From an optimization exercise on the open Yosys and OpenROAD flow, aimed at small area and a short achievable clock period; shortcuts taken in it are not production practice.
RTL that was checked went through simulation tests only; none was proved equivalent to the original.
For runs 5 and 6, only the layout was checked, not whether the RTL still works.
No activity file was given, so power comes from the tool's default toggle rates.

$ cat design/flow/config.mk
export PLATFORM = sky130hd
export DESIGN_NAME = exec_stage
export DESIGN_NICKNAME = exec_stage
export VERILOG_FILES = /design/flow/design.v
export SDC_FILE = /design/flow/constraint.sdc
export NUM_CORES = 4
export LEC_CHECK = 0
export CAP_MARGIN = 20
export CORE_MARGIN = 2
export CORE_UTILIZATION = 50
export CTS_BUF_LIST = sky130_fd_sc_hd__clkbuf_8
export CTS_CLUSTER_DIAMETER = 60
export CTS_CLUSTER_SIZE = 20
export SETUP_SLACK_MARGIN = 1.9
export SLEW_MARGIN = 20
$ cat design/flow/constraint.sdc
create_clock -name core_clock -period 4.5 [get_ports {clk}]
set_input_delay 0.9000 -clock core_clock [delete_from_list [all_inputs] [get_ports {clk}]]
set_output_delay 0.9000 -clock core_clock [all_outputs]
set_load 0.01 [all_outputs]
$ cat design/flow/design.v
package exec_pkg;
    typedef logic [32-1:0] word_t;     
    typedef logic [5-1:0] shamt_t;   
    typedef enum logic [4:0] {
        ALU_PA   = 5'd0,     
        ALU_PB   = 5'd1,     
        ALU_ADD  = 5'd2,
        ALU_SUB  = 5'd3,
        ALU_SUBU = 5'd4,
        ALU_OR   = 5'd5,
        ALU_AND  = 5'd6,
        ALU_XOR  = 5'd7,
        ALU_NOR  = 5'd8,
        ALU_SLT  = 5'd9,     
        ALU_SLTU = 5'd10,    
        ALU_SLL  = 5'd11,
        ALU_SRL  = 5'd12,
        ALU_SRA  = 5'd13,
        ALU_NOP  = 5'd14
    } alu_op_t;
    typedef enum logic [1:0] {
        A_RS   = 2'd0,       
        A_LINK = 2'd1,       
        A_EXT  = 2'd2,       
        A_SPC  = 2'd3        
    } src_a_t;
    typedef enum logic [1:0] {
        B_RT  = 2'd0,        
        B_EXT = 2'd1         
    } src_b_t;
    typedef enum logic [1:0] {
        FWD_NONE = 2'd0,     
        FWD_ALU  = 2'd1,     
        FWD_MEM  = 2'd2      
    } fwd_t;
    typedef logic [10-1:0] ctrl_t;
endpackage
module alu_logic (
    input  exec_pkg::word_t    p_i,
    input  exec_pkg::word_t    g_i,
    input  exec_pkg::ctrl_t    ctrl_i,
    input  exec_pkg::word_t    shift_i,     
    output exec_pkg::word_t    y_o
);
    localparam int W     = 32;
    localparam int LOG_W = 5;      
    logic [W-1:0] gp [0:LOG_W];      
    logic [W-1:0] pp [0:LOG_W];      
    logic [W-1:0] c;                 
    logic         arith;
    logic         cin;
    exec_pkg::word_t other;          
    exec_pkg::word_t y_c0;           
    exec_pkg::word_t y_c1;           
    logic         signs_differ;
    logic         lt_c0;             
    logic         lt_c1;             
    assign arith = ctrl_i[3];
    assign cin   = ctrl_i[4];
    assign gp[0] = {g_i[W-1:1], g_i[0] | (p_i[0] & cin)};
    assign pp[0] = p_i;
    for (genvar l = 0; l < LOG_W; l++)
    begin : g_pfx
        for (genvar i = 0; i < W; i++)
        begin : g_bit
            if ((i >> l) & 1)
            begin : g_op
                localparam int J = ((i >> l) << l) - 1;
                assign gp[l+1][i] = gp[l][i] | (pp[l][i] & gp[l][J]);
                assign pp[l+1][i] = pp[l][i] & pp[l][J];
            end
            else
            begin : g_pass
                assign gp[l+1][i] = gp[l][i];
                assign pp[l+1][i] = pp[l][i];
            end
        end
    end
    assign c = {gp[LOG_W][W-2:0], cin};
    assign other = ({W{ctrl_i[0]}} & ~(p_i | g_i))
                 | ({W{ctrl_i[1]}}  & p_i)
                 | ({W{ctrl_i[2]}} & g_i);
    assign signs_differ = ~p_i[W-1];
    assign lt_c0 = ctrl_i[6] ? (signs_differ ? g_i[W-1] :  p_i[W-1]) : ~g_i[W-1];
    assign lt_c1 = ctrl_i[6] ? (signs_differ ? g_i[W-1] : ~p_i[W-1]) : ~(g_i[W-1] | p_i[W-1]);
    assign y_c0 = other | ({W{arith}} &  p_i);
    assign y_c1 = other | ({W{arith}} & ~p_i);
    assign y_o[0] = (c[0] ? y_c1[0] : y_c0[0])
                  | (ctrl_i[5] & (c[W-1] ? lt_c1 : lt_c0))
                  | shift_i[0];
    for (genvar i = 1; i < W; i++)
    begin : g_pick
        assign y_o[i] = (c[i] ? y_c1[i] : y_c0[i]) | shift_i[i];
    end
endmodule
module barrel_shifter (
    input  exec_pkg::word_t    value_i,
    input  logic [3:0]         sh_lo_i,
    input  logic [3:0]         sh_hi_i,
    input  logic               sh_16_i,
    input  exec_pkg::ctrl_t    ctrl_i,
    output exec_pkg::word_t    y_o
);
    localparam int W = 32;
    logic             fill;
    logic [W+2:0]     val_f;         
    logic [W+11:0]    sh_a_f;
    logic [W+15:0]    sh_b_f;
    exec_pkg::word_t  sh_a;          
    exec_pkg::word_t  sh_b;          
    exec_pkg::word_t  sh_c;          
    assign fill  = ctrl_i[9] & value_i[W-1];    
    assign val_f = {{3{fill}}, value_i};
    for (genvar i = 0; i < W; i++)
    begin : g_sh_a
        assign sh_a[i] = (sh_lo_i[0] & val_f[i])
                       | (sh_lo_i[1] & val_f[i + 1])
                       | (sh_lo_i[2] & val_f[i + 2])
                       | (sh_lo_i[3] & val_f[i + 3]);
    end
    assign sh_a_f = {{12{fill}}, sh_a};
    for (genvar i = 0; i < W; i++)
    begin : g_sh_b
        assign sh_b[i] = (sh_hi_i[0] & sh_a_f[i])
                       | (sh_hi_i[1] & sh_a_f[i + 4])
                       | (sh_hi_i[2] & sh_a_f[i + 8])
                       | (sh_hi_i[3] & sh_a_f[i + 12]);
    end
    assign sh_b_f = {{16{fill}}, sh_b};
    for (genvar i = 0; i < W; i++)
    begin : g_out
        assign sh_c[i] = sh_16_i ? sh_b_f[i + 16] : sh_b[i];
        assign y_o[i]  = (ctrl_i[7] & sh_c[i])
                       | (ctrl_i[8]  & sh_c[W-1-i]);
    end
endmodule
module operand_select (
    input  logic               clk,
    input  logic               rst,
    input  logic               valid_i,
    input  exec_pkg::alu_op_t  alu_op_i,
    input  exec_pkg::src_a_t   src_a_i,
    input  exec_pkg::src_b_t   src_b_i,
    input  exec_pkg::fwd_t     fwd_a_i,
    input  exec_pkg::fwd_t     fwd_b_i,
    input  exec_pkg::fwd_t     fwd_st_i,
    input  logic               spc_clr_i,
    input  exec_pkg::word_t    rs_i,
    input  exec_pkg::word_t    rt_i,
    input  exec_pkg::word_t    ext_i,
    input  exec_pkg::word_t    pc_i,
    input  exec_pkg::word_t    fw_alu_i,
    input  exec_pkg::word_t    fw_mem_i,
    output logic               valid_o,
    output exec_pkg::ctrl_t    ctrl_o,
    output exec_pkg::word_t    p_o,         
    output exec_pkg::word_t    g_o,         
    output exec_pkg::word_t    store_o,
    output exec_pkg::word_t    spc_o,
    output logic [3:0]         sh_lo_o,     
    output logic [3:0]         sh_hi_o,     
    output logic               sh_16_o      
);
    exec_pkg::word_t st_fwd;
    exec_pkg::word_t link_addr;
    exec_pkg::word_t a_sel;
    exec_pkg::word_t b_sel;
    exec_pkg::ctrl_t ctrl;
    logic            zero_a;
    logic            zero_b;
    exec_pkg::word_t a_op;
    exec_pkg::word_t b_op;
    logic a_rs, a_fa, a_fm, a_link, a_ext, a_spc;
    logic b_rt, b_fa, b_fm, b_ext;
    logic s_rt, s_fa, s_fm;
    assign a_rs   = (src_a_i == exec_pkg::A_RS) & (fwd_a_i == exec_pkg::FWD_NONE);
    assign a_fa   = (src_a_i == exec_pkg::A_RS) & (fwd_a_i == exec_pkg::FWD_ALU);
    assign a_fm   = (src_a_i == exec_pkg::A_RS) & fwd_a_i[1];
    assign a_link = (src_a_i == exec_pkg::A_LINK);
    assign a_ext  = (src_a_i == exec_pkg::A_EXT);
    assign a_spc  = (src_a_i == exec_pkg::A_SPC);
    assign b_rt   = ~src_b_i[0] & (fwd_b_i == exec_pkg::FWD_NONE);
    assign b_fa   = ~src_b_i[0] & (fwd_b_i == exec_pkg::FWD_ALU);
    assign b_fm   = ~src_b_i[0] & fwd_b_i[1];
    assign b_ext  = src_b_i[0];
    assign s_rt   = (fwd_st_i == exec_pkg::FWD_NONE);
    assign s_fa   = (fwd_st_i == exec_pkg::FWD_ALU);
    assign s_fm   = fwd_st_i[1];
    exec_pkg::word_t carry;      
    assign carry[2:0] = 3'b100;
    for (genvar i = 3; i < 32; i++)
    begin : g_inc
        assign carry[i] = &pc_i[i-1:2];
    end
    assign link_addr = pc_i ^ carry;     
    assign a_sel = ({32{a_rs}}   & rs_i)
                 | ({32{a_fa}}   & fw_alu_i)
                 | ({32{a_fm}}   & fw_mem_i)
                 | ({32{a_link}} & link_addr)
                 | ({32{a_ext}}  & ext_i)
                 | ({32{a_spc}}  & spc_o);     
    assign b_sel = ({32{b_rt}}  & rt_i)
                 | ({32{b_fa}}  & fw_alu_i)
                 | ({32{b_fm}}  & fw_mem_i)
                 | ({32{b_ext}} & ext_i);
    assign st_fwd = ({32{s_rt}} & rt_i)
                  | ({32{s_fa}} & fw_alu_i)
                  | ({32{s_fm}} & fw_mem_i);
    always_comb
    begin
        ctrl = '0;
        case (alu_op_i)
            exec_pkg::ALU_PA,                                
            exec_pkg::ALU_PB,                                
            exec_pkg::ALU_XOR:  ctrl[1] = 1'b1;
            exec_pkg::ALU_ADD:  ctrl[3] = 1'b1;
            exec_pkg::ALU_SUB,
            exec_pkg::ALU_SUBU: begin ctrl[3] = 1'b1; ctrl[4] = 1'b1; end
            exec_pkg::ALU_OR:   begin ctrl[1] = 1'b1; ctrl[2] = 1'b1; end
            exec_pkg::ALU_AND:  ctrl[2] = 1'b1;
            exec_pkg::ALU_NOR:  ctrl[0] = 1'b1;
            exec_pkg::ALU_SLT:  begin ctrl[5] = 1'b1; ctrl[6] = 1'b1; ctrl[4] = 1'b1; end
            exec_pkg::ALU_SLTU: begin ctrl[5] = 1'b1; ctrl[4] = 1'b1; end
            exec_pkg::ALU_SLL:  ctrl[8] = 1'b1;
            exec_pkg::ALU_SRL:  ctrl[7] = 1'b1;
            exec_pkg::ALU_SRA:  begin ctrl[7] = 1'b1; ctrl[9] = 1'b1; end
            default: ;           
        endcase
    end
    exec_pkg::word_t b_rev;
    for (genvar i = 0; i < 32; i++)
    begin : g_rev
        assign b_rev[i] = ctrl[8] ? b_sel[32-1-i] : b_sel[i];
    end
    assign zero_a = (alu_op_i == exec_pkg::ALU_PB) | ctrl[8] | ctrl[7];
    assign zero_b = (alu_op_i == exec_pkg::ALU_PA);
    assign a_op   = a_sel & {32{~zero_a}};
    assign b_op   = (b_rev & {32{~zero_b}}) ^ {32{ctrl[4]}};
    always_ff @(posedge clk)
    begin
        if (!rst)
            spc_o <= '0;
        else if (spc_clr_i)
            spc_o <= '0;
        else if (valid_i)
            spc_o <= pc_i;
    end
    always_ff @(posedge clk)
    begin
        if (!rst)
            valid_o <= 1'b0;
        else
            valid_o <= valid_i;
    end
    always_ff @(posedge clk)
    begin
        ctrl_o  <= ctrl;
        p_o     <= a_op ^ b_op;
        g_o     <= a_op & b_op;
        sh_lo_o <= 4'b0001 << a_sel[1:0];
        sh_hi_o <= 4'b0001 << a_sel[3:2];
        sh_16_o <= a_sel[4];
        store_o <= st_fwd;
    end
endmodule
module result_stage (
    input  logic               clk,
    input  logic               rst,
    input  logic               valid_i,
    input  exec_pkg::ctrl_t    ctrl_i,
    input  exec_pkg::word_t    p_i,         
    input  exec_pkg::word_t    g_i,         
    input  exec_pkg::word_t    store_i,
    input  logic [3:0]         sh_lo_i,
    input  logic [3:0]         sh_hi_i,
    input  logic               sh_16_i,
    output logic               valid_o,
    output exec_pkg::word_t    result_o,
    output exec_pkg::word_t    store_data_o
);
    exec_pkg::word_t alu_y;
    exec_pkg::word_t shift_y;
    barrel_shifter i_shifter (
        .value_i  (p_i),
        .sh_lo_i (sh_lo_i),
        .sh_hi_i (sh_hi_i),
        .sh_16_i (sh_16_i),
        .ctrl_i   (ctrl_i),
        .y_o      (shift_y)
    );
    alu_logic i_alu (
        .p_i     (p_i),
        .g_i     (g_i),
        .ctrl_i  (ctrl_i),
        .shift_i (shift_y),
        .y_o     (alu_y)
    );
    always_ff @(posedge clk)
    begin
        if (!rst)
            valid_o <= 1'b0;
        else
            valid_o <= valid_i;
    end
    always_ff @(posedge clk)
    begin
        result_o     <= alu_y;
        store_data_o <= store_i;
    end
endmodule
module exec_stage (
    input  logic               clk,
    input  logic               rst,
    input  logic               valid_i,
    input  exec_pkg::alu_op_t  alu_op_i,
    input  exec_pkg::src_a_t   src_a_i,
    input  exec_pkg::src_b_t   src_b_i,
    input  exec_pkg::fwd_t     fwd_a_i,
    input  exec_pkg::fwd_t     fwd_b_i,
    input  exec_pkg::fwd_t     fwd_st_i,
    input  logic               spc_clr_i,
    input  exec_pkg::word_t    rs_i,
    input  exec_pkg::word_t    rt_i,
    input  exec_pkg::word_t    ext_i,
    input  exec_pkg::word_t    pc_i,
    input  exec_pkg::word_t    fw_alu_i,
    input  exec_pkg::word_t    fw_mem_i,
    output logic               valid_o,
    output exec_pkg::word_t    result_o,
    output exec_pkg::word_t    store_data_o,
    output exec_pkg::word_t    spc_o
);
    logic    op_valid;
    exec_pkg::ctrl_t   op_ctrl;
    exec_pkg::word_t   op_p;
    exec_pkg::word_t   op_g;
    exec_pkg::word_t   op_store;
    logic [3:0]        op_sh_lo;
    logic [3:0]        op_sh_hi;
    logic              op_sh_16;
    operand_select i_operand_select (
        .clk       (clk),
        .rst       (rst),
        .valid_i   (valid_i),
        .alu_op_i  (alu_op_i),
        .src_a_i   (src_a_i),
        .src_b_i   (src_b_i),
        .fwd_a_i   (fwd_a_i),
        .fwd_b_i   (fwd_b_i),
        .fwd_st_i  (fwd_st_i),
        .spc_clr_i (spc_clr_i),
        .rs_i      (rs_i),
        .rt_i      (rt_i),
        .ext_i     (ext_i),
        .pc_i      (pc_i),
        .fw_alu_i  (fw_alu_i),
        .fw_mem_i  (fw_mem_i),
        .valid_o   (op_valid),
        .ctrl_o    (op_ctrl),
        .p_o       (op_p),
        .g_o       (op_g),
        .store_o   (op_store),
        .spc_o     (spc_o),
        .sh_lo_o  (op_sh_lo),
        .sh_hi_o  (op_sh_hi),
        .sh_16_o  (op_sh_16)
    );
    result_stage i_result_stage (
        .clk          (clk),
        .rst          (rst),
        .valid_i      (op_valid),
        .ctrl_i       (op_ctrl),
        .p_i          (op_p),
        .g_i          (op_g),
        .store_i      (op_store),
        .sh_lo_i     (op_sh_lo),
        .sh_hi_i     (op_sh_hi),
        .sh_16_i     (op_sh_16),
        .valid_o      (valid_o),
        .result_o     (result_o),
        .store_data_o (store_data_o)
    );
endmodule
$ cat design/flow/flow/run.sh
#!/bin/bash
# The standard layout with two changes:
#  - Yosys's ABC step maps for area with the script in flow/area.abc
#    (registers, their names and cell types are untouched)
#  - no full/half adder cell extraction (ADDER_MAP_FILE empty)
#  - the resizer may swap cells of any footprint (MATCH_CELL_FOOTPRINT=0)
#  - every port gets the smallest buffer, sky130_fd_sc_hd__buf_1
# Each tool's output goes to a log file in this folder.
set -euo pipefail
HERE=$(pwd)

# synthesis script: the standard flow's, with the ABC script swapped
sed -e 's#^source \$::env(SCRIPTS_DIR)/synth_preamble.tcl$#&\nset abc_args [lreplace $abc_args 1 1 $::env(MY_ABC_SCRIPT)]#' \
    "$FLOW_HOME/scripts/synth.tcl" > my_synth_body.tcl
grep -q MY_ABC_SCRIPT my_synth_body.tcl
sed -e "s#^source \$::env(SCRIPTS_DIR)/synth.tcl\$#source $HERE/my_synth_body.tcl#" \
    synth_recipe.tcl > my_synth_recipe.tcl
grep -q my_synth_body my_synth_recipe.tcl

sed -e "s#SYNTH_SCRIPT=[^ ]*#SYNTH_SCRIPT=$HERE/my_synth_recipe.tcl MATCH_CELL_FOOTPRINT=0#" standard.sh > my_standard.sh
grep -q my_synth_recipe my_standard.sh

export MY_ABC_SCRIPT="$FLOW_HOME/scripts/abc_speed.script"
export BUFFER_PORTS_ARGS="-buffer_cell sky130_fd_sc_hd__buf_1"
export ADDER_MAP_FILE=""
# clock tree: as ORFS builds it, without dummy load cells
export CTS_ARGS="-sink_clustering_enable -repair_clock_nets -dont_use_dummy_load -sink_clustering_size 20 -sink_clustering_max_diameter 60 -buf_list sky130_fd_sc_hd__clkbuf_8"
bash my_standard.sh > flow.log 2>&1
$ cat design/flow/standard.sh
#!/bin/bash
# synth_recipe.tcl (not shown) runs the flow's synth.tcl, then flattens the netlist and writes it again
# the make line also repeats each setting of config.mk as NAME=value (left out here)
make -C /OpenROAD-flow-scripts/flow DESIGN_CONFIG=/design/flow/config.mk WORK_HOME=/design/flow/orfs CLKGATE_MAP_FILE= SYNTH_SCRIPT=/design/flow/synth_recipe.tcl "${@:-finish}"
==> run_results.csv, run 1 <==
group,metric,value,unit
setup_path,worstSetupPathType,"in -> reg",
cells_and_area,final_cells,2336,
setup_path,critPathMaxFanout,29,
global_routing,grt-ovfl-total,0,
cts,cts-root-buf,"clkbuf_8",
cts,worstSkewPairLatency,0.57,ns
synth,synth-async-reset-ratio,0,
cells_and_area,drive_above_1_share,0.0814,
synth,synth-simple-area-share,0.212,
synth,ys_seq_elements,213,
global_routing,grtUsageTotal,0.385,
setup_path,cp_num_buf_inv,3,
synth,synth_area_leaders,"dfxtp_1 32%, nand2_1 6.6%, mux2i_1 6.4%",
setup_path,cp-start-kind,"input port",
cts,clk_pin_slew,0.10,ns
sta,setup_viol,0,
synth,synth_adder_area_share,0,
placed_design,dpl-instance-area,14800,sq um
setup_path,reg2regPathDepth,8,
setup_path,ff2ff_setup_slack,1.96,ns
power_and_ir_drop,peakVddDrop,0.000239,V
setup_path,crit_slowest_cell,"o21ai_0",
setup_path,arrival,3.01,ns
sta,hold_viol,0,
cts,cts_buffers,23,
die,start_util,0.506,
power_and_ir_drop,p_comb_frac,0.353,
die,dieArea,28400,sq um
detailed_routing,dr.pass1.iters,6,
detailed_routing,vias,14800,
detailed_routing,routed_via_density,6.32,
cts,cts_tree,"built",
setup_path,crit_family,"buffers and inverters",
power_and_ir_drop,pwr-share-seq,0.451,
setup_path,worstReg2RegEnd,"i_result_stage.result_o[30]",
synth,synth_cell_types,64,
global_routing,grt_pass1_wl,83000,um
synth,synth_area_per_cell,7.62,sq um
synth,yosysMostFrequentCell,"nand2_1",
detailed_routing,drc,0,
cts,clock_path_buffers,3,
detailed_routing,final_antenna_net_count,0,
synth,yosysWarnings,5,
placed_design,io_buffers,306,
synth,ys_seq_area_frac,0.315,
setup_path,max_stage_delay,0.62,ns
synth,synth.largest_area_cell,"dfxtp_1",
sta,max_freq,0.385,GHz
sta,drv_slew,0,
setup_path,path_cells,"buf_1 > buf_6 > nor4_4 > clkbuf_8 > a221o_1 > o21ai_0 > nor2_1",
die,ios,308,
synth,synth-compound-area-share,0.274,
synth,synth-main-ff-cell,"dfxtp_1",
power_and_ir_drop,p_sw_frac,0.405,
detailed_routing,wl_per_cell,24.4,um
synth,syn_area,13500,sq um
die,core,26700,sq um
placed_design,dp_hpwl,44300,um
sta,post-route-period-util,0.576,
synth,synth_top_family_by_area,"compound AO/OA/AOI/OAI gates",
power_and_ir_drop,powerDensity,360,nW/um^2
detailed_routing,drt_iter0_markers,1637,
setup_path,r2r_start,"i_operand_select.p_o[0]",
flow_run,cap_violations,0,
placed_design,gp_congestion,1.04,
die,std_cell_rows,60,
die,die_h,168,um
setup_path,cp-end-kind,"flip-flop",
cts,cts_num_sinks,213,
cells_and_area,area_delta_synth_final,14.4,%
setup_path,cp.depth,7,
die,die_x,168,um
synth,syn_inst,1773,
hold_path,holdCritPathClass,"reg -> reg",
setup_path,cp-startpoint,"fwd_a_i[1]",
cells_and_area,fin_util,0.578,
sta,worst_pin_slew,1.16,ns
detailed_routing,routed_wl,57000,um
sta,finalCriticalPeriod,2.59,ns
sta,rsz0062_at_grt,"true",
cts,htree_num_levels,1,
power_and_ir_drop,p_sw,2260,uW
run_status,outcome,"finished clean",
cells_and_area,fillCellCount,2603,
power_and_ir_drop,p_int,3310,uW
synth,yosysTopAreaCellShare,0.315,
sta,clock_skew,0.0485,ns
sta,setup_tns,0,ns
global_routing,grt_pass1_vias,13600,
sta,slew_headroom,0.228,
global_routing,grt_max_degree,65,
placed_design,place_inst,2294,
synth,synth.mux.area_fraction,0.0747,
cells_and_area,design_area,15500,sq um
cells_and_area,num-nets-final,2202,
power_and_ir_drop,p_leak,0.00592,uW
synth,syn_nets,1984,
synth,synthXorXnorAreaFrac,0.0693,
setup_path,crit_end,"i_operand_select.g_o[6]",
setup_path,worstPathRequired,4.91,ns
power_and_ir_drop,power_frac_clock,0.196,
synth,ys_top_cells_by_count,"237 x nand2_1, 213 x dfxtp_1, 177 x nor2_1, 134 x clkbuf_1",
global_routing,antenna_found_initial,9,
synth,synth-edff-count,0,
## repair_timing
| action | CTS | global route |
|---|---|---|
| gates resized for setup | 16 | 58 |
| buffers inserted | 7 | 5 |
| hold buffers | 0 | 0 |
| gates cloned | 0 | 1 |
| hold endpoints to repair | 0 | 0 |
| endpoints found under the setup margin | 41 | 62 |
| pin swaps | 2 | 9 |
## worst min-delay path by stage
stage / startpoint / endpoint / cells after the start
4_1_cts: i_operand_select.store_o[4] / i_result_stage.store_data_o[4] / 0
3_5_place_dp: i_operand_select.store_o[11] / i_result_stage.store_data_o[11] / 0
5_1_grt: i_operand_select.store_o[4] / i_result_stage.store_data_o[4] / 0
6_report: i_operand_select.store_o[4] / i_result_stage.store_data_o[4] / 0
2_1_floorplan: i_operand_select.store_o[0] / i_result_stage.store_data_o[0] / 0
3_3_place_gp: i_operand_select.store_o[14] / i_result_stage.store_data_o[14] / 0
## logic make-up after synthesis
logic type	after synthesis
DFF	213
and+or+nand+nor	624
AOI/OAI and AO/OA	541
muxes	95
xor gates and xnor gates	107
buffers and inverters	193
## cell usage in the layout, fill, tap and decap left out, types with 5 or more instances in the layout
master,count
buf_1,286
nand2_1,234
dfxtp_1,204
nor2_1,175
a22oi_1,114
a21oi_1,110
o21ai_0,109
mux2i_1,87
xor2_1,61
nand3_1,58
a221oi_1,55
buf_4,48
xnor2_1,46
nor2b_1,37
nor3b_1,37
a221o_1,33
inv_1,26
clkbuf_8,24
a31oi_1,20
nor3_1,16
clkbuf_2,15
and2_1,14
o311ai_0,11
and3_1,10
a22o_1,10
nand2b_1,9
dfxtp_2,9
nand4_1,8
a221oi_2,8
diode_2,6
a222oi_1,6
a211oi_1,6
a31oi_2,5
a21o_1,5
## power groups by stage
stage	Sequential, uW	Combinational (uW)	Clock (uW)
4_1_cts	2480	1890	1100
3_3_place_gp	2520	1860	0
3_5_place_dp	2530	1870	0
5_1_grt	2540	2110	1170
6_report	2510	1970	1090
2_1_floorplan	2300	1370	0
## metrics by stage
step           setup slack [ns]  total power (uW)  hold WS [ns]
5_1_grt                    1.79              5820         0.282
3_5_place_dp               1.20              4400         0.312
4_1_cts                    1.90              5480         0.287
3_3_place_gp               1.26              4370         0.311
2_1_floorplan              1.90              3660         0.310
6_report                   1.91              5570         0.288
## metal layers
| layer | up-vias | track usage | wire length, um |
|---|---|---|---|
| li1 | 6846 | - | - |
| met1 | 6880 | 0.435 | 20400 |
| met2 | 830 | 0.667 | 27500 |
| met3 | 212 | 0.0835 | 4950 |
| met4 | 2 | 0.230 | 4230 |
| met5 | - | 0 | 13 |
## layout make-up
type	count	area [sq um]	share of cell area
antenna	6	15.0	0.000971
clock buffer	23	317	0.0205
inverter	28	109	0.00704
multi-input combinational	1367	8730	0.565
sequential	213	4280	0.277
tap	341	427	0.0276
timing repair buffer	358	1590	0.103
## flip-flops by register name, summed over array words and instances (netlist names)
register	cells
i_operand_select.ctrl_o	10
i_operand_select.g_o	32
i_operand_select.p_o	32
i_operand_select.sh_16_o	1
i_operand_select.sh_hi_o	4
i_operand_select.sh_lo_o	4
i_operand_select.spc_o	32
i_operand_select.store_o	32
i_operand_select.valid_o	1
i_result_stage.result_o	32
i_result_stage.store_data_o	32
i_result_stage.valid_o	1
==> run 2: changes to the inputs <==
--- a/design/flow/flow/run.sh
+++ b/design/flow/flow/run.sh
@@ -21,5 +21,5 @@
 grep -q my_synth_recipe my_standard.sh
 
-export MY_ABC_SCRIPT="$FLOW_HOME/scripts/abc_speed.script"
+export MY_ABC_SCRIPT="$HERE/flow/map.abc"
 export BUFFER_PORTS_ARGS="-buffer_cell sky130_fd_sc_hd__buf_1"
 export ADDER_MAP_FILE=""
==> design/flow/flow/map.abc (new file) <==
&get -n
&st
&dch
&nf
&put
topo
stime -c
==> run 2 against run 1 <==
Global-route usage is 1.3 points lower. Hold slack better by 0.041 ns. Count of clock-buffer cells in the layout is 4 lower. Sequential power hardly changed. Via count is 5.2% lower. Register-to-register slack worse by 0.17 ns. Largest cell class unchanged. Non-clock buffer count is 13 higher. Largest power group unchanged. Highest routed layer is now met4. Area after synthesis is 13% lower. Critical endpoint is now i_result_stage.result_o[13]. Core utilization is 4.1 points higher.
==> run_results.csv, run 2 <==
group,metric,value,unit
cts,worstSkewPairLatency,0.56,ns
synth,synth-main-ff-cell,"dfxtp_1",
die,start_util,0.504,
sta,finalWorstSetupSlack,1.79,ns
global_routing,grt_max_degree,36,
detailed_routing,routed_via_density,6.47,
cells_and_area,drive_above_1_share,0.0813,
detailed_routing,routed_wl,48100,um
cts,cts_tree,"built",
global_routing,grt_pass1_wl,71300,um
die,die_h,157,um
synth,ys_seq_area_frac,0.364,
synth,yosysWarnings,5,
setup_path,cp-end-kind,"flip-flop",
setup_path,cp-startpoint,"i_operand_select.p_o[0]",
cells_and_area,regArea,4290,sq um
sta,post-route-period-util,0.602,
setup_path,worstSetupPathType,"reg -> reg",
sta,setup_tns,0,ns
power_and_ir_drop,p_comb_frac,0.339,
run_status,outcome,"finished clean",
synth,synth-async-reset-ratio,0,
synth,syn_inst,1453,
synth,synth.largest_area_cell,"dfxtp_1",
power_and_ir_drop,p_leak,0.00554,uW
global_routing,grtUsageMet3,0.0818,
synth,syn_area,11700,sq um
flow_run,cap_violations,0,
synth,ys_top_cells_by_count,"295 x nand2_1, 213 x dfxtp_1, 168 x nor2_1, 130 x a222oi_1, 91 x a21oi_1",
placed_design,dp_hpwl,34700,um
global_routing,grtUsageTotal,0.372,
hold_path,hp-start,"i_operand_select.store_o[27]",
cts,cts_num_sinks,213,
sta,drv_slew,0,
cts,cts_buffers,19,
global_routing,grt_busiest_layer,"met2",
die,std_cell_rows,56,
sta,slew_headroom,0.375,
cts,clock_path_buffers,3,
cts,cts-root-buf,"clkbuf_8",
synth,yosysTopAreaCellShare,0.364,
synth,syn_nets,1664,
placed_design,gp_congestion,1.01,
power_and_ir_drop,p_sw_frac,0.394,
synth,yosysMostFrequentCell,"nand2_1",
global_routing,grtUsageMet2,0.588,
sta,setup_viol,0,
sta,rsz0062_at_grt,"true",
global_routing,grt-ovfl-total,0,
synth,synth_cell_types,46,
setup_path,critPathMaxFanout,5,
synth,synth_area_leaders,"dfxtp_1 36%, a222oi_1 11%, nand2_1 9.4%",
detailed_routing,vias,14000,
sta,max_freq,0.369,GHz
global_routing,grt_pass1_vias,12300,
hold_path,holdCritPathClass,"reg -> reg",
sta,worst_pin_slew,0.937,ns
setup_path,r2r_start,"i_operand_select.p_o[0]",
die,ios,308,
cells_and_area,num-nets-final,2058,
cells_and_area,area_delta_synth_final,22.9,%
detailed_routing,final_antenna_net_count,0,
setup_path,arrival,3.10,ns
synth,synth-edff-count,0,
power_and_ir_drop,pwr-share-seq,0.469,
global_routing,grtUsageMet1,0.493,
detailed_routing,dr.pass1.iters,17,
cts,htree_num_levels,1,
placed_design,pre_cts_slack,1.12,ns
power_and_ir_drop,peakVddDrop,0.000259,V
power_and_ir_drop,power_frac_clock,0.191,
power_and_ir_drop,p_int,3230,uW
cells_and_area,final_cell_mix,"298 x buf_1, 295 x nand2_1, 201 x dfxtp_1, 165 x nor2_1, 130 x a222oi_1",
sta,clock_skew,0.0730,ns
cells_and_area,multi_input_area,7690,sq um
detailed_routing,wl_per_cell,22.2,um
synth,synth_area_per_cell,8.07,sq um
setup_path,cp-start-kind,"flip-flop",
sta,finalCriticalPeriod,2.71,ns
die,dieArea,24700,sq um
placed_design,io_buffers,306,
setup_path,worstPathRequired,4.89,ns
die,die_x,157,um
synth,ys_seq_elements,213,
detailed_routing,drt_iter0_markers,2480,
global_routing,antenna_found_initial,1,
cts,clk_pin_slew,0.10,ns
power_and_ir_drop,powerDensity,370,nW/um^2
detailed_routing,drc,0,
die,core,23300,sq um
cells_and_area,final_common_cell,"buf_1",
sta,hold_viol,0,
power_and_ir_drop,p_sw,2100,uW
cells_and_area,fillCellCount,2248,
==> run 2: cell types whose count changed in the layout (fill, tap and decap cells not counted), sizes merged, moves of 44 or more <==
| cell | change |
|---|---|
| a221oi | -44 |
| a222oi | +124 |
| mux2i | -56 |
| nand2 | +58 |
| o21ai | -69 |
==> run 2: final cells by class <==
class / instances / share of cell area
multi-input cells: 1222 / 0.534
repair buffers: 371 / 0.116
well taps: 319 / 0.0277
repair inverters: 1 / 0.000521
flip-flops and latches: 213 / 0.298
diodes: 1 / 0.000174
inverters: 19 / 0.00521
clock buffers: 19 / 0.0182
==> run 2: kinds of logic (layout without fill, tap and decap cells) <==
group | count (synthesis) | count (layout) | synth area share
muxes | 31 | 31 | 0.0265
buffers and inverters | 19 | 410 | 0.00609
and+or+nand+nor | 640 | 640 | 0.237
other | 0 | 1 | 0
AOI/OAI and AO/OA | 470 | 471 | 0.307
xor gates and xnor gates | 80 | 80 | 0.0598
DFF | 213 | 213 | 0.364
==> run 2: final timing paths <==
| check | end | slack (ns) | depth (start not counted) |
|---|---|---|---|
| worst max-delay path | i_result_stage.result_o[13] | 1.79 | 9 |
| worst max register to register | i_result_stage.result_o[13] | 1.79 | 9 |
| worst min register to register | i_result_stage.store_data_o[27] | 0.33 | 0 |
| worst min-delay path | i_result_stage.store_data_o[27] | 0.33 | 0 |
==> run 2: through the flow <==
| step | power [uW] | cell area, sq um | cells | hold slack [ns] | utilization |
|---|---|---|---|---|---|
| detailed placement | 4150 | 13700 | 2116 | 0.312 | 0.590 |
| finish | 5330 | 14400 | 2165 | 0.329 | 0.619 |
| global placement | 4140 | 13700 | 2116 | 0.310 | 0.590 |
| CTS | 5200 | 14200 | 2150 | 0.305 | 0.610 |
| global route | 5570 | 14400 | 2165 | 0.316 | 0.619 |
| floorplan | 3470 | 11900 | 1453 | 0.310 | - |
==> run 2: routing by layer <==
layer,wire [um],share of wire,vias up
met1,18400,0.38,6443
met5,0,0,-
li1,-,-,6449
met2,21200,0.44,967
met3,5910,0.12,150
met4,2600,0.054,0
==> run 2: repair_timing <==
item	4_1_cts	5_1_grt
setup buffers	14	13
hold buffers	0	0
pin swaps	12	22
cloned	1	1
setup endpoints to repair	59	75
resized for setup	25	37
==> run 2: power groups by stage <==
stage               clock network (uW)  logic (uW)  registers (uW)
floorplan                            0         991            2480
global placement                     0        1620            2510
detailed placement                   0        1630            2520
CTS                               1030        1690            2480
global route                      1090        1950            2540
finish                            1020        1810            2500
==> run 2: critical path: stages (launching register included) <==
cell and delay, ns:
dfxtp_4 0.37, a21o_1 0.19, a21oi_4 0.20, o21ai_4 0.10, buf_4 0.17, a221oi_2 0.46, o21ai_0 0.29, and2_0 0.24
or3_1 0.31, a41o_1 0.24
==> run 3: changes to the inputs <==
--- a/design/flow/config.mk
+++ b/design/flow/config.mk
@@ -12,4 +12,4 @@
 export CTS_CLUSTER_DIAMETER = 60
 export CTS_CLUSTER_SIZE = 20
-export SETUP_SLACK_MARGIN = 1.9
+export SETUP_SLACK_MARGIN = 2.2
 export SLEW_MARGIN = 20
==> run 3 against run 2 <==
Sequential share of layout area down 1.6 points. Die area unchanged. Register-to-register slack improved by 0.11 ns. Core utilization increased by 3.7 points. First-iteration DRC count fell by 5.8%. Critical path depth rose by 2. Final area rose by 6.0%. Critical path type unchanged. Critical endpoint is now i_result_stage.result_o[9]. Largest power group unchanged.
==> run_results.csv, run 3 <==
group,metric,value,unit
global_routing,grt_pass1_wl,73000,um
cts,worstSkewPairLatency,0.56,ns
synth,syn_area,11700,sq um
cells_and_area,fin_util,0.656,
synth,synth-main-ff-cell,"dfxtp_1",
hold_path,hold_path_end,"i_result_stage.store_data_o[1]",
synth,synth_area_per_cell,8.07,sq um
synth,synth-async-reset-ratio,0,
detailed_routing,final_antenna_net_count,0,
die,std_cell_rows,56,
synth,yosysMostFrequentCell,"nand2_1",
sta,worst_pin_slew,0.903,ns
sta,hold_viol,0,
synth,synth.largest_area_cell,"dfxtp_1",
sta,slew_headroom,0.397,
cts,cts_num_sinks,213,
sta,setup_tns,0,ns
setup_path,worstReg2RegEnd,"i_result_stage.result_o[9]",
setup_path,r2r_start,"i_operand_select.p_o[0]",
detailed_routing,dr.pass1.iters,11,
setup_path,worstPathRequired,4.92,ns
detailed_routing,drc,0,
die,die_h,157,um
synth,ys_seq_elements,213,
placed_design,dpl-instance-area,13700,sq um
cells_and_area,drive_above_1_share,0.142,
synth,synth-compound-area-share,0.307,
power_and_ir_drop,powerDensity,364,nW/um^2
synth,ys_top_cells_by_count,"295 x nand2_1, 213 x dfxtp_1, 168 x nor2_1, 130 x a222oi_1, 91 x a21oi_1",
cells_and_area,regArea,4300,sq um
synth,synth.mux.area_fraction,0.0265,
global_routing,grt_max_degree,37,
die,dieArea,24700,sq um
cts,cts_buffers,19,
global_routing,grt-ovfl-total,0,
detailed_routing,routed_via_density,6.50,
hold_path,hold_depth,0,
power_and_ir_drop,p_leak,0.00595,uW
power_and_ir_drop,peakVddDrop,0.000269,V
synth,syn_inst,1453,
die,ios,308,
detailed_routing,wl_per_cell,22.6,um
flow_run,cap_violations,0,
cts,cts-root-buf,"clkbuf_8",
synth,synth-edff-count,0,
setup_path,ff2ff_setup_slack,1.90,ns
die,core,23300,sq um
synth,synth_area_leaders,"dfxtp_1 36%, a222oi_1 11%, nand2_1 9.4%",
placed_design,pre_cts_slack,1.08,ns
global_routing,grt_pass1_vias,12500,
cts,cts_tree,"built",
placed_design,dp_hpwl,34700,um
setup_path,cp-start-kind,"flip-flop",
cts,htree_num_levels,1,
die,die_x,157,um
setup_path,critPathMaxFanout,4,
hold_path,holdCritPathClass,"reg -> reg",
cells_and_area,design_area,15300,sq um
cells_and_area,final_common_cell,"nand2_1",
cells_and_area,fillCellCount,2101,
sta,finalCriticalPeriod,2.60,ns
sta,setup_viol,0,
synth,ys_seq_area_frac,0.364,
setup_path,arrival,3.02,ns
synth,yosysTopAreaCellShare,0.364,
synth,synth_cell_types,46,
cts,clk_pin_slew,0.11,ns
placed_design,io_buffers,306,
run_status,outcome,"finished clean",
setup_path,worstSetupPathType,"reg -> reg",
cells_and_area,multi_input_area,8010,sq um
setup_path,cp-end-kind,"flip-flop",
die,start_util,0.504,
sta,max_freq,0.385,GHz
sta,drv_slew,0,
sta,post-route-period-util,0.577,
detailed_routing,drt_iter0_markers,2337,
cells_and_area,num-nets-final,2099,
sta,rsz0062_at_grt,"true",
cts,clock_path_buffers,3,
sta,finalWorstSetupSlack,1.90,ns
synth,synth_top_family_by_area,"compound AO/OA/AOI/OAI gates",
hold_path,hp-start,"i_operand_select.store_o[1]",
global_routing,antenna_found_initial,1,
setup_path,reg2regPathDepth,11,
synth,synth-simple-area-share,0.237,
detailed_routing,vias,14300,
synth,synthXorXnorAreaFrac,0.0598,
cells_and_area,final_cell_mix,"290 x nand2_1, 286 x buf_1, 195 x dfxtp_1, 164 x nor2_1, 130 x a222oi_1",
cells_and_area,area_delta_synth_final,30.2,%
sta,clock_skew,0.0604,ns
placed_design,gp_congestion,1.01,
detailed_routing,routed_wl,49900,um
synth,yosysWarnings,5,
synth,syn_nets,1664,
synth,synth_adder_area_share,0,
global_routing,grtUsageTotal,0.381,
## run 3: changes by cell type in the layout (fill, tap and decap cells not counted), sizes merged
cell,previous run,this run
clkbuf,28,36
clkinv,18,16
buf,362,395
inv,0,2
## run 3: worst max path at each step
stage / startpoint / endpoint / slack [ns]
after floorplan: alu_op_i[4] / i_operand_select.p_o[0] / 1.76
after global placement: pc_i[2] / i_operand_select.p_o[29] / 1.14
after detailed placement: pc_i[10] / i_operand_select.p_o[28] / 1.08
after CTS: i_operand_select.p_o[0] / i_result_stage.result_o[23] / 1.91
after global routing: i_operand_select.p_o[0] / i_result_stage.result_o[19] / 1.82
final: i_operand_select.p_o[0] / i_result_stage.result_o[9] / 1.90
## run 3: cells by family after synthesis
family | count (synthesis)
buffers and inverters | 19
AOI/OAI and AO/OA | 470
muxes | 31
DFF | 213
xor gates and xnor gates | 80
and+or+nand+nor | 640
## run 3: timing repair
action                                  CTS  global route
endpoints found under the setup margin   96            83
pin swaps                                49            80
cloned                                    2             2
setup buffers                            43            29
resized for setup                       100           100
hold buffers                              0             0
## run 3: metrics by stage
step                      hold slack, ns  std cells  total power [uW]
after global placement             0.311       2110              4140
after CTS                          0.310       2174              5300
after global routing               0.318       2206              5800
final                              0.310       2206              5560
after floorplan                    0.310       1453              3480
after detailed placement           0.312       2110              4160
## run 3: report_power, final
group	switching [uW]	internal (uW)
sequential	399	2130
combinational	1160	851
clock	636	379
total	2190	3360
## run 3: critical path, stage by stage, from the launching register on
cell       delay [ns]
dfxtp_4          0.36
a21o_1           0.18
a21oi_4          0.17
o21ai_4          0.10
a221o_2          0.48
buf_4            0.17
buf_6            0.10
buf_4            0.13
and2_1           0.17
or3_1            0.38
o2111ai_2        0.10
nand3_2          0.13
## run 3: area by class of cell
type / instances / area share
Multi-Input combinational cell: 1222 / 0.525
Timing Repair inverter: 1 / 0.000492
Timing Repair Buffer: 412 / 0.144
Inverter: 19 / 0.00492
Tap cell: 319 / 0.0262
Sequential cell: 213 / 0.282
Clock buffer: 19 / 0.0171
Antenna cell: 1 / 0.000164
## run 3: layer usage
metal / GRT usage / vias to the layer above / part of all wire
li1: - / 6527 / -
met1: 0.503 / 6627 / 0.38
met2: 0.600 / 1014 / 0.45
met3: 0.0818 / 165 / 0.12
met4: 0.168 / 0 / 0.052
met5: 0 / - / 0
==> run 4: changes to the inputs <==
--- a/design/flow/flow/run.sh
+++ b/design/flow/flow/run.sh
@@ -24,5 +24,3 @@
 export BUFFER_PORTS_ARGS="-buffer_cell sky130_fd_sc_hd__buf_1"
 export ADDER_MAP_FILE=""
-# clock tree: as ORFS builds it, without dummy load cells
-export CTS_ARGS="-sink_clustering_enable -repair_clock_nets -dont_use_dummy_load -sink_clustering_size 20 -sink_clustering_max_diameter 60 -buf_list sky130_fd_sc_hd__clkbuf_8"
 bash my_standard.sh > flow.log 2>&1
--- a/design/flow/config.mk
+++ b/design/flow/config.mk
@@ -12,4 +12,4 @@
 export CTS_CLUSTER_DIAMETER = 60
 export CTS_CLUSTER_SIZE = 20
-export SETUP_SLACK_MARGIN = 2.2
+export SETUP_SLACK_MARGIN = 1.9
 export SLEW_MARGIN = 20
==> run 4 against run 3 <==
Still clean. Count of clock-buffer cells in the layout unchanged. Total power increased by 2.1%. Sequential cell count unchanged. Synthesized cell count is the same. Setup slack better by 0.0093 ns. Die area unchanged. First-iteration DRC count is 11% higher. Final cell count shrank 0.86%. Sequential share of layout area rose by 1.0 points. Routed wire length is 2.8% lower. Global-route usage down 1.1 points. Non-clock buffer count down 32. Critical path type unchanged. Critical endpoint is now i_result_stage.result_o[25]. Highest routed layer unchanged.
==> run_results.csv, run 4 <==
group,metric,value,unit
sta,worst_pin_slew,0.938,ns
placed_design,dpl-instance-area,13700,sq um
synth,yosysWarnings,5,
hold_path,holdCritPathClass,"reg -> reg",
cts,cts-root-buf,"clkbuf_8",
global_routing,grt_max_degree,36,
setup_path,max_stage_delay,0.45,ns
cells_and_area,drive_above_1_share,0.0911,
sta,setup_tns,0,ns
setup_path,cp-end-kind,"flip-flop",
synth,ys_seq_elements,213,
die,ios,308,
power_and_ir_drop,p_comb_frac,0.323,
synth,synth-async-reset-ratio,0,
setup_path,ff2ff_setup_slack,1.91,ns
hold_path,hold_depth,0,
synth,syn_nets,1664,
setup_path,critPathMaxFanout,7,
sta,post-route-period-util,0.575,
power_and_ir_drop,p_leak,0.00567,uW
synth,syn_area,11700,sq um
placed_design,dp_hpwl,34700,um
global_routing,grtUsageTotal,0.370,
cells_and_area,num-nets-final,2067,
run_status,outcome,"finished clean",
synth,yosysTopAreaCellShare,0.364,
placed_design,gp_congestion,1.01,
setup_path,crit_family,"compound AO/OA/AOI/OAI gates",
global_routing,antenna_found_initial,1,
placed_design,pre_cts_slack,1.12,ns
detailed_routing,vias,14200,
synth,synth_area_per_cell,8.07,sq um
global_routing,grt_pass1_vias,12300,
cts,worstSkewPairLatency,0.57,ns
setup_path,arrival,3.03,ns
detailed_routing,dr.pass1.iters,13,
power_and_ir_drop,power_frac_clock,0.238,
die,core,23300,sq um
cells_and_area,area_delta_synth_final,25.2,%
power_and_ir_drop,p_sw,2210,uW
die,start_util,0.504,
synth,synth_cell_types,46,
sta,rsz0062_at_grt,"true",
die,std_cell_rows,56,
detailed_routing,drt_iter0_markers,2587,
cells_and_area,fillCellCount,2197,
cells_and_area,final_cell_mix,"299 x buf_1, 294 x nand2_1, 202 x dfxtp_1, 165 x nor2_1, 130 x a222oi_1",
cells_and_area,final_common_cell,"buf_1",
detailed_routing,final_antenna_net_count,0,
cts,cts_num_sinks,213,
setup_path,crit_path_frequent_cell,"o21ai_4",
setup_path,reg2regPathDepth,9,
setup_path,crit_slowest_cell,"a221o_2",
global_routing,grt-ovfl-total,0,
sta,finalCriticalPeriod,2.59,ns
setup_path,cp-start-kind,"flip-flop",
placed_design,io_buffers,306,
synth,synth.largest_area_cell,"dfxtp_1",
cells_and_area,design_area,14700,sq um
sta,drv_slew,0,
synth,syn_inst,1453,
setup_path,worstSetupPathType,"reg -> reg",
flow_run,cap_violations,0,
synth,synth-main-ff-cell,"dfxtp_1",
synth,synth-edff-count,0,
power_and_ir_drop,pwr-share-seq,0.440,
synth,ys_top_cells_by_count,"295 x nand2_1, 213 x dfxtp_1, 168 x nor2_1, 130 x a222oi_1, 91 x a21oi_1",
synth,ys_seq_area_frac,0.364,
cts,cts_buffers,19,
setup_path,path_cells,"a21o_1 > a21oi_4 > o21ai_4 > a221o_2 > a2111oi_4 > buf_4 > o21ai_4 > a221o_1 > o211ai_1",
setup_path,cp-startpoint,"i_operand_select.ctrl_o[4]",
sta,hold_viol,0,
setup_path,cp.depth,9,
power_and_ir_drop,peakVddDrop,0.000255,V
die,die_h,157,um
cts,clk_pin_slew,0.11,ns
synth,synth_area_leaders,"dfxtp_1 36%, a222oi_1 11%, nand2_1 9.4%",
power_and_ir_drop,p_sw_frac,0.391,
sta,max_freq,0.386,GHz
detailed_routing,routed_via_density,6.47,
sta,finalWorstSetupSlack,1.91,ns
detailed_routing,wl_per_cell,22.2,um
cts,clock_path_buffers,3,
sta,setup_viol,0,
die,dieArea,24700,sq um
detailed_routing,routed_wl,48500,um
setup_path,crit_end,"i_result_stage.result_o[25]",
setup_path,r2r_start,"i_operand_select.ctrl_o[4]",
sta,clock_skew,0.0217,ns
cts,cts_tree,"built",
setup_path,worstPathRequired,4.94,ns
setup_path,cp_num_buf_inv,1,
power_and_ir_drop,p_int,3460,uW
setup_path,worstReg2RegEnd,"i_result_stage.result_o[25]",
cts,htree_num_levels,1,
die,die_x,157,um
detailed_routing,drc,0,
synth,yosysMostFrequentCell,"nand2_1",
power_and_ir_drop,powerDensity,386,nW/um^2
sta,slew_headroom,0.374,
global_routing,grt_pass1_wl,71200,um
[run 4: kinds of logic after synthesis]
| kind of cell | Yosys count | synth area share |
|---|---|---|
| AO/OA/AOI/OAI | 470 | 0.307 |
| flip-flops | 213 | 0.364 |
| XOR/XNOR | 80 | 0.0598 |
| buffers and inverters | 19 | 0.00609 |
| AND/OR/NAND/NOR | 640 | 0.237 |
| multiplexers | 31 | 0.0265 |
[run 4: layout make-up]
class | count | area (sq um) | area share
clock buffers | 19 | 262 | 0.0178
multi-input cells | 1222 | 7700 | 0.525
well taps | 319 | 399 | 0.0272
diodes | 1 | 2.50 | 0.000170
repair buffers | 380 | 1770 | 0.121
flip-flops and latches | 213 | 4290 | 0.292
clock inverters | 13 | 176 | 0.0120
inverters | 19 | 75.1 | 0.00511
repair inverters | 1 | 7.51 | 0.000511
[run 4: power groups by stage]
stage               Clock, uW  Combinational, uW  Sequential [uW]
floorplan                   0                991             2480
global placement            0               1620             2510
detailed placement          0               1630             2520
CTS                      1360               1700             2470
global route             1420               1970             2530
finish                   1350               1830             2490
[run 4: worst min path at each step]
stage | start | to | slack, ns
2_1_floorplan | i_operand_select.store_o[0] | i_result_stage.store_data_o[0] | 0.31
3_3_place_gp | i_operand_select.store_o[3] | i_result_stage.store_data_o[3] | 0.31
3_5_place_dp | i_operand_select.store_o[30] | i_result_stage.store_data_o[30] | 0.31
4_1_cts | i_operand_select.store_o[2] | i_result_stage.store_data_o[2] | 0.31
5_1_grt | i_operand_select.store_o[2] | i_result_stage.store_data_o[2] | 0.33
6_report | i_operand_select.store_o[2] | i_result_stage.store_data_o[2] | 0.32
[run 4: routing by layer]
layer,routed length [um],up-vias,track usage
li1,-,6484,-
met1,18400,6496,0.492
met2,21600,1014,0.582
met3,5920,166,0.0793
met4,2560,0,0.155
met5,0,-,0
[run 4: per-stage QoR]
| stage | cells | hold slack (ns) | power (uW) | util |
|---|---|---|---|---|
| floorplan | 1453 | 0.310 | 3470 | - |
| global placement | 2116 | 0.310 | 4140 | 0.590 |
| detailed placement | 2116 | 0.312 | 4150 | 0.590 |
| CTS | 2160 | 0.312 | 5540 | 0.617 |
| global route | 2187 | 0.326 | 5920 | 0.631 |
| finish | 2187 | 0.317 | 5670 | 0.631 |
[run 4: repair_timing]
action	CTS	global route
setup endpoints to repair	54	87
hold buffers	0	0
gates cloned	0	2
resized for setup	26	37
buffers inserted	12	24
endpoints found under the hold margin	0	0
pin swaps	15	20
==> run 5: changes to the inputs <==
--- a/design/flow/design.v
+++ b/design/flow/design.v
@@ -111,5 +111,10 @@
     exec_pkg::word_t  sh_c;          
     assign fill  = ctrl_i[9] & value_i[W-1];    
-    assign val_f = {{3{fill}}, value_i};
+    exec_pkg::word_t  value_r;       
+    for (genvar i = 0; i < W; i++)
+    begin : g_rev
+        assign value_r[i] = ctrl_i[8] ? value_i[W-1-i] : value_i[i];
+    end
+    assign val_f = {{3{fill}}, value_r};
     for (genvar i = 0; i < W; i++)
     begin : g_sh_a
@@ -228,13 +233,8 @@
         endcase
     end
-    exec_pkg::word_t b_rev;
-    for (genvar i = 0; i < 32; i++)
-    begin : g_rev
-        assign b_rev[i] = ctrl[8] ? b_sel[32-1-i] : b_sel[i];
-    end
     assign zero_a = (alu_op_i == exec_pkg::ALU_PB) | ctrl[8] | ctrl[7];
     assign zero_b = (alu_op_i == exec_pkg::ALU_PA);
     assign a_op   = a_sel & {32{~zero_a}};
-    assign b_op   = (b_rev & {32{~zero_b}}) ^ {32{ctrl[4]}};
+    assign b_op   = (b_sel & {32{~zero_b}}) ^ {32{ctrl[4]}};
     always_ff @(posedge clk)
     begin
--- a/design/flow/flow/run.sh
+++ b/design/flow/flow/run.sh
@@ -21,5 +21,5 @@
 grep -q my_synth_recipe my_standard.sh
 
-export MY_ABC_SCRIPT="$HERE/flow/map.abc"
+export MY_ABC_SCRIPT="$FLOW_HOME/scripts/abc_speed.script"
 export BUFFER_PORTS_ARGS="-buffer_cell sky130_fd_sc_hd__buf_1"
 export ADDER_MAP_FILE=""
removed: design/flow/flow/map.abc
==> run 5 against run 4 <==
Core utilization down 2.3 points. Register-to-register slack got worse by 0.097 ns. Global-route usage increased by 2.6 points. Largest power group unchanged. Sequential power fell by 2%. Final cell count is 4.9% higher. Critical path type unchanged. Count of clock-buffer cells in the layout grew 4.
==> run_results.csv, run 5 <==
group,metric,value,unit
cells_and_area,final_cell_mix,"295 x buf_1, 206 x dfxtp_1, 191 x nor2_1, 128 x nand2_1, 113 x a21oi_1",
die,start_util,0.507,
global_routing,grt_pass1_vias,14000,
flow_run,cap_violations,0,
power_and_ir_drop,p_int,3580,uW
sta,drv_slew,0,
cells_and_area,final_common_cell,"buf_1",
synth,synth.largest_area_cell,"dfxtp_1",
synth,ys_top_cells_by_count,"213 x dfxtp_1, 194 x nor2_1, 147 x nand2_1, 123 x a22oi_1",
setup_path,cp-start-kind,"flip-flop",
sta,hold_viol,0,
synth,yosysWarnings,5,
power_and_ir_drop,power_frac_clock,0.235,
setup_path,path_cells,"buf_8 > mux2_4 > a22oi_2 > nand2_2 > a22o_1 > a221oi_4 > a21oi_4 > a221oi_4 > o211ai_1",
detailed_routing,final_antenna_net_count,0,
sta,max_freq,0.372,GHz
setup_path,arrival,3.13,ns
synth,synth_area_per_cell,8.05,sq um
cts,htree_num_levels,1,
global_routing,grtUsageTotal,0.396,
synth,ys_seq_area_frac,0.314,
synth,synth_cell_types,73,
cts,ctsHoldBuffers,0,
placed_design,dpl-instance-area,14800,sq um
global_routing,antenna_found_initial,5,
power_and_ir_drop,peakVddDrop,0.000358,V
cts,clock_path_buffers,3,
detailed_routing,dr_wl_met2,28500,um
setup_path,max_stage_delay,0.45,ns
detailed_routing,dr.pass1.iters,6,
detailed_routing,drt_iter0_markers,1558,
die,core,26800,sq um
sta,clock_skew,0.0206,ns
die,std_cell_rows,60,
setup_path,crit_path_frequent_cell,"a221oi_4",
run_status,outcome,"finished clean",
power_and_ir_drop,p_sw,2580,uW
placed_design,dp_hpwl,45300,um
power_and_ir_drop,p_leak,0.00608,uW
detailed_routing,routed_wl,59100,um
cells_and_area,num-nets-final,2146,
cts,cts_num_sinks,213,
sta,finalCriticalPeriod,2.69,ns
detailed_routing,wl_met3,4660,um
sta,rsz0062_at_grt,"true",
cts,cts_tree,"built",
synth,yosysMostFrequentCell,"dfxtp_1",
sta,setup_tns,0,ns
power_and_ir_drop,p_comb_frac,0.367,
setup_path,worstSetupPathType,"reg -> reg",
synth,ys_seq_elements,213,
die,die_h,169,um
cells_and_area,area_delta_synth_final,19.9,%
sta,slew_headroom,0.257,
die,ios,308,
hold_path,holdCritPathClass,"reg -> reg",
cts,worstSkewPairLatency,0.58,ns
sta,worst_pin_slew,1.11,ns
synth,syn_inst,1688,
synth,syn_nets,1899,
synth,syn_area,13600,sq um
sta,post-route-period-util,0.597,
power_and_ir_drop,p_total,6160,uW
die,dieArea,28500,sq um
global_routing,grt-ovfl-total,0,
placed_design,gp_congestion,0.996,
synth,synth-async-reset-ratio,0,
power_and_ir_drop,pwr-share-seq,0.399,
synth,synth-main-ff-cell,"dfxtp_1",
cells_and_area,drive_above_1_share,0.144,
sta,setup_viol,0,
cts,cts_buffers,22,
synth,synth_area_leaders,"dfxtp_1 31%, a22oi_1 6.8%, mux2i_1 6.3%",
die,die_x,169,um
detailed_routing,vias,14800,
synth,synth-edff-count,0,
global_routing,grt_pass1_wl,85500,um
detailed_routing,routed_via_density,6.46,
detailed_routing,drc,0,
power_and_ir_drop,p_sw_frac,0.419,
cts,clk_pin_slew,0.11,ns
cells_and_area,design_area,16300,sq um
synth,yosysTopAreaCellShare,0.314,
setup_path,worstPathRequired,4.94,ns
cts,cts-root-buf,"clkbuf_8",
cells_and_area,fillCellCount,2538,
detailed_routing,wl_per_cell,25.7,um
sta,hold-worst-slack,0.333,ns
setup_path,cp-end-kind,"flip-flop",
detailed_routing,highest_layer,"met5",
setup_path,critPathMaxFanout,6,
global_routing,grt_max_degree,65,
detailed_routing,wl_met1,21100,um
setup_path,crit_slowest_cell,"dfxtp_4",
placed_design,io_buffers,306,
power_and_ir_drop,powerDensity,378,nW/um^2
==> run 5: final cells by class <==
class	instances	area, sq um	area share
Multi-Input combinational cell	1302	9180	0.563
Sequential cell	213	4280	0.263
Timing Repair Buffer	379	1810	0.111
Tap cell	341	427	0.0262
Clock buffer	23	317	0.0194
Clock inverter	17	208	0.0128
Inverter	16	63.8	0.00392
Antenna cell	3	7.51	0.000461
Timing Repair inverter	1	5.00	0.000307
==> run 5: through the flow <==
step / worst slack [ns] / utilization / std cells
finish: 1.81 / 0.608 / 2295
global route: 1.69 / 0.608 / 2293
CTS: 1.82 / 0.589 / 2274
detailed placement: 0.981 / 0.553 / 2214
global placement: 1.04 / 0.553 / 2214
floorplan: 1.91 / - / 1688
==> run 5: repair_timing <==
item                                    in CTS  in global routing
setup buffers                               19                 15
cloned                                       1                  3
endpoints found under the setup margin      76                 55
resized for setup                           64                 76
pin swaps                                   25                 44
==> run 5: power by group through the flow <==
stage	sequential [uW]	clock, uW	combinational [uW]
after global placement	2460	0	1930
after CTS	2430	1460	2050
after floorplan	2280	0	1390
after detailed placement	2470	0	1940
final	2450	1450	2260
after global routing	2480	1530	2400
==> run 5: final timing paths <==
path | startpoint | end | slack (ns) | cells past startpoint
max reg2reg | i_operand_select.ctrl_o[8] | i_result_stage.result_o[31] | 1.81 | 9
max | i_operand_select.ctrl_o[8] | i_result_stage.result_o[31] | 1.81 | 9
min | i_operand_select.store_o[3] | i_result_stage.store_data_o[3] | 0.33 | 0
min reg2reg | i_operand_select.store_o[3] | i_result_stage.store_data_o[3] | 0.33 | 0
==> run 5: kinds of logic (layout without fill, tap and decap cells) <==
kind of cell | Yosys count | after routing | synth area share
AOI/OAI and AO/OA | 545 | 545 | 0.283
muxes | 126 | 126 | 0.0997
and+or+nand+nor | 530 | 532 | 0.186
other | 0 | 3 | 0
DFF | 213 | 213 | 0.314
buffers and inverters | 175 | 436 | 0.0537
xor gates and xnor gates | 99 | 99 | 0.0638
==> run 5: metal layers <==
| metal | vias up | global-route usage |
|---|---|---|
| li1 | 6734 | - |
| met1 | 7023 | 0.448 |
| met2 | 827 | 0.676 |
| met3 | 227 | 0.0802 |
| met4 | 4 | 0.266 |
| met5 | - | 0 |
==> run 5: worst max-delay path, delay by kind of cell, from the launching register on <==
family | cells | cell delay [ns]
mux | 1 | 0.34
flops | 1 | 0.45
buf+inv | 1 | 0.16
simple gates | 1 | 0.16
compound gates | 6 | 1.43
==> run 6: changes to the inputs <==
--- a/design/flow/design.v
+++ b/design/flow/design.v
@@ -58,5 +58,5 @@
     assign arith = ctrl_i[3];
     assign cin   = ctrl_i[4];
-    assign gp[0] = {g_i[W-1:1], g_i[0] | (p_i[0] & cin)};
+    assign gp[0] = g_i;
     assign pp[0] = p_i;
     for (genvar l = 0; l < LOG_W; l++)
@@ -111,10 +111,5 @@
     exec_pkg::word_t  sh_c;          
     assign fill  = ctrl_i[9] & value_i[W-1];    
-    exec_pkg::word_t  value_r;       
-    for (genvar i = 0; i < W; i++)
-    begin : g_rev
-        assign value_r[i] = ctrl_i[8] ? value_i[W-1-i] : value_i[i];
-    end
-    assign val_f = {{3{fill}}, value_r};
+    assign val_f = {{3{fill}}, value_i};
     for (genvar i = 0; i < W; i++)
     begin : g_sh_a
@@ -233,8 +228,13 @@
         endcase
     end
+    exec_pkg::word_t b_rev;
+    for (genvar i = 0; i < 32; i++)
+    begin : g_rev
+        assign b_rev[i] = ctrl[8] ? b_sel[32-1-i] : b_sel[i];
+    end
     assign zero_a = (alu_op_i == exec_pkg::ALU_PB) | ctrl[8] | ctrl[7];
     assign zero_b = (alu_op_i == exec_pkg::ALU_PA);
     assign a_op   = a_sel & {32{~zero_a}};
-    assign b_op   = (b_sel & {32{~zero_b}}) ^ {32{ctrl[4]}};
+    assign b_op   = (b_rev & {32{~zero_b}}) ^ {32{ctrl[4]}};
     always_ff @(posedge clk)
     begin
@@ -257,5 +257,6 @@
         ctrl_o  <= ctrl;
         p_o     <= a_op ^ b_op;
-        g_o     <= a_op & b_op;
+        g_o     <= {a_op[32-1:1] & b_op[32-1:1],
+                    (a_op[0] & b_op[0]) | ((a_op[0] ^ b_op[0]) & ctrl[4])};
         sh_lo_o <= 4'b0001 << a_sel[1:0];
         sh_hi_o <= 4'b0001 << a_sel[3:2];
--- a/design/flow/flow/run.sh
+++ b/design/flow/flow/run.sh
@@ -21,5 +21,5 @@
 grep -q my_synth_recipe my_standard.sh
 
-export MY_ABC_SCRIPT="$FLOW_HOME/scripts/abc_speed.script"
+export MY_ABC_SCRIPT="$HERE/flow/map.abc"
 export BUFFER_PORTS_ARGS="-buffer_cell sky130_fd_sc_hd__buf_1"
 export ADDER_MAP_FILE=""
==> design/flow/flow/map.abc (new file) <==
&get -n
&st
&dch
&nf
&put
topo
stime -c
--- a/design/flow/config.mk
+++ b/design/flow/config.mk
@@ -10,6 +10,6 @@
 export CORE_UTILIZATION = 50
 export CTS_BUF_LIST = sky130_fd_sc_hd__clkbuf_8
-export CTS_CLUSTER_DIAMETER = 60
-export CTS_CLUSTER_SIZE = 20
+export CTS_CLUSTER_DIAMETER = 50
+export CTS_CLUSTER_SIZE = 16
 export SETUP_SLACK_MARGIN = 1.9
 export SLEW_MARGIN = 20
==> run 6 against run 5 <==
Fmax increased by 4.2%. Setup slack improved by 0.11 ns. Clock power increased by 19%. Count of clock-buffer cells in the layout increased by 4. Via count decreased by 4.5%. Sequential share of layout area increased by 2.8 points. Final cell count decreased by 4.6%. Sequential power increased by 4%. Core utilization increased by 2.4 points. First-iteration DRC count increased by 56%. Largest power group unchanged.
==> run_results.csv, run 6 <==
group,metric,value,unit
die,dieArea,24900,sq um
setup_path,critPathMaxFanout,23,
sta,post-route-period-util,0.573,
cts,clock_path_buffers,3,
synth,synth_adder_area_share,0,
cells_and_area,final_common_cell,"buf_1",
sta,drv_slew,0,
sta,worst_pin_slew,1.08,ns
synth,yosysTopAreaCellShare,0.360,
sta,rsz0062_at_grt,"false",
global_routing,antenna_found_initial,1,
synth,synth_top_family_by_area,"compound AO/OA/AOI/OAI gates",
synth,synth_area_per_cell,8.08,sq um
synth,ys_seq_area_frac,0.360,
sta,hold_viol,0,
die,core,23300,sq um
synth,synth-async-reset-ratio,0,
power_and_ir_drop,p_total,6010,uW
die,ios,308,
cts,clk_pin_slew,0.09,ns
cts,worstSkewPairLatency,0.57,ns
setup_path,crit_slowest_cell,"nor2b_2",
synth,syn_inst,1466,
setup_path,crit_family,"buffers and inverters",
setup_path,cp-end-kind,"flip-flop",
placed_design,dp_hpwl,35000,um
sta,clock_skew,0.0343,ns
synth,synth-simple-area-share,0.238,
detailed_routing,drc,0,
die,die_x,158,um
setup_path,cp_num_buf_inv,3,
die,die_h,158,um
die,start_util,0.508,
power_and_ir_drop,powerDensity,408,nW/um^2
power_and_ir_drop,p_leak,0.00568,uW
placed_design,io_buffers,306,
global_routing,grt-ovfl-total,0,
synth,ys_top_cells_by_count,"293 x nand2_1, 213 x dfxtp_1, 168 x nor2_1, 125 x a222oi_1",
placed_design,gp_congestion,0.936,
detailed_routing,drt_iter0_markers,2426,
detailed_routing,wl_per_cell,22.5,um
cts,cts_tree,"built",
synth,synth-main-ff-cell,"dfxtp_1",
setup_path,arrival,3.07,ns
synth,synth-compound-area-share,0.305,
die,std_cell_rows,56,
global_routing,grt_pass1_wl,71400,um
cells_and_area,drive_above_1_share,0.0798,
placed_design,place_inst,2126,
cells_and_area,fin_util,0.632,
sta,finalCriticalPeriod,2.58,ns
detailed_routing,vias,14100,
cts,cts-root-buf,"clkbuf_8",
cts,htree_num_levels,1,
synth,yosysMostFrequentCell,"nand2_1",
synth,synth_area_leaders,"dfxtp_1 36%, a222oi_1 11%, nand2_1 9.3%",
sta,slew_headroom,0.278,
sta,setup_tns,0,ns
setup_path,worstPathRequired,4.99,ns
power_and_ir_drop,peakVddDrop,0.000235,V
synth,synthXorXnorAreaFrac,0.0651,
synth,ys_seq_elements,213,
detailed_routing,dr.pass1.iters,13,
cells_and_area,num-nets-final,2061,
synth,synth.largest_area_cell,"dfxtp_1",
placed_design,pre_cts_slack,1.05,ns
cells_and_area,final_cells,2190,
synth,syn_area,11800,sq um
sta,setup_viol,0,
sta,max_freq,0.388,GHz
synth,syn_nets,1677,
detailed_routing,routed_wl,49300,um
cts,cts_num_sinks,213,
detailed_routing,final_antenna_net_count,0,
setup_path,cp-start-kind,"input port",
global_routing,grtUsageTotal,0.373,
synth,synth_cell_types,50,
sta,finalWorstSetupSlack,1.92,ns
synth,yosysWarnings,5,
cells_and_area,final_cell_mix,"304 x buf_1, 292 x nand2_1, 200 x dfxtp_1, 166 x nor2_1, 125 x a222oi_1",
setup_path,path_cells,"buf_1 > buf_4 > nor2b_2 > buf_4 > a22oi_1 > nand2_1",
synth,synth.mux.area_fraction,0.0270,
global_routing,grt_pass1_vias,12400,
setup_path,max_stage_delay,0.88,ns
cells_and_area,area_delta_synth_final,24.5,%
global_routing,grt_max_degree,36,
setup_path,worstSetupPathType,"in -> reg",
run_status,outcome,"finished clean",
cts,cts_buffers,25,
synth,synth-edff-count,0,
setup_path,crit_path_frequent_cell,"buf_4",
detailed_routing,routed_via_density,6.46,
hold_path,holdCritPathClass,"reg -> reg",
flow_run,cap_violations,0,
==> run 6: cell count changes in the layout (fill, tap and decap cells not counted), moves of 21 or more <==
| cell | previous run | this run |
|---|---|---|
| nand2_1 | 128 | 292 |
| a222oi_1 | 7 | 125 |
| mux2i_1 | 85 | 32 |
| a221oi_1 | 51 | 19 |
| a21oi_1 | 113 | 82 |
| o21ai_0 | 77 | 48 |
| xnor2_1 | 72 | 46 |
| nor2_1 | 191 | 166 |
| a22oi_2 | 25 | 1 |
| mux2_2 | 22 | 0 |
| nand3_1 | 20 | 41 |
==> run 6: through the flow <==
step | instance area [sq um] | hold WS, ns
floorplan | 12000 | 0.310
global placement | 13800 | 0.310
detailed placement | 13800 | 0.312
CTS | 14500 | 0.330
global route | 14700 | 0.330
finish | 14700 | 0.326
==> run 6: what timing repair did <==
item | CTS | global route
pin swaps | 4 | 18
resized for setup | 13 | 43
endpoints found under the setup margin | 51 | 91
cloned | 0 | 2
setup buffers | 1 | 13
hold buffers | 0 | 0
==> run 6: layout make-up <==
cell class	count	area [sq um]
inverters	15	60.1
well taps	319	399
diodes	3	7.51
fillers	2130	8590
clock inverters	18	280
repair inverters	1	7.51
clock buffers	27	372
multi-input cells	1239	7800
flip-flops and latches	213	4290
repair buffers	355	1530
==> run 6: final timing paths <==
| path | from | endpoint | slack, ns | depth (start not counted) |
|---|---|---|---|---|
| worst max register to register | i_operand_select.sh_lo_o[0] | i_result_stage.result_o[12] | 2.02 | 8 |
| worst min register to register | i_operand_select.store_o[10] | i_result_stage.store_data_o[10] | 0.33 | 0 |
| worst min-delay path | i_operand_select.store_o[10] | i_result_stage.store_data_o[10] | 0.33 | 0 |
| worst max-delay path | fwd_st_i[1] | i_operand_select.store_o[15] | 1.92 | 6 |
==> run 6: cell families after synthesis <==
| family | Yosys count |
|---|---|
| and+or+nand+nor | 642 |
| AOI/OAI and AO/OA | 476 |
| DFF | 213 |
| xor gates and xnor gates | 88 |
| muxes | 32 |
| buffers and inverters | 15 |
==> run 6: power by group <==
| part | switching [uW] | internal (uW) |
|---|---|---|
| Combinational | 1060 | 688 |
| Clock | 827 | 896 |
| Sequential | 413 | 2130 |
==> run 6: per-layer routing <==
| metal | GRT usage | wire (um) |
|---|---|---|
| met4 | 0.177 | 2770 |
| met3 | 0.0843 | 6130 |
| met2 | 0.582 | 21800 |
| met5 | 0 | 0 |
| met1 | 0.487 | 18600 |

Check on run 6: ideal ports give 1.921 ns setup slack; a clkbuf_16 on the clock port and buf_2 on the inputs give 1.918 ns; moving port delays by the midpoint clock arrival (0.597 ns) as well gives 1.320 ns.
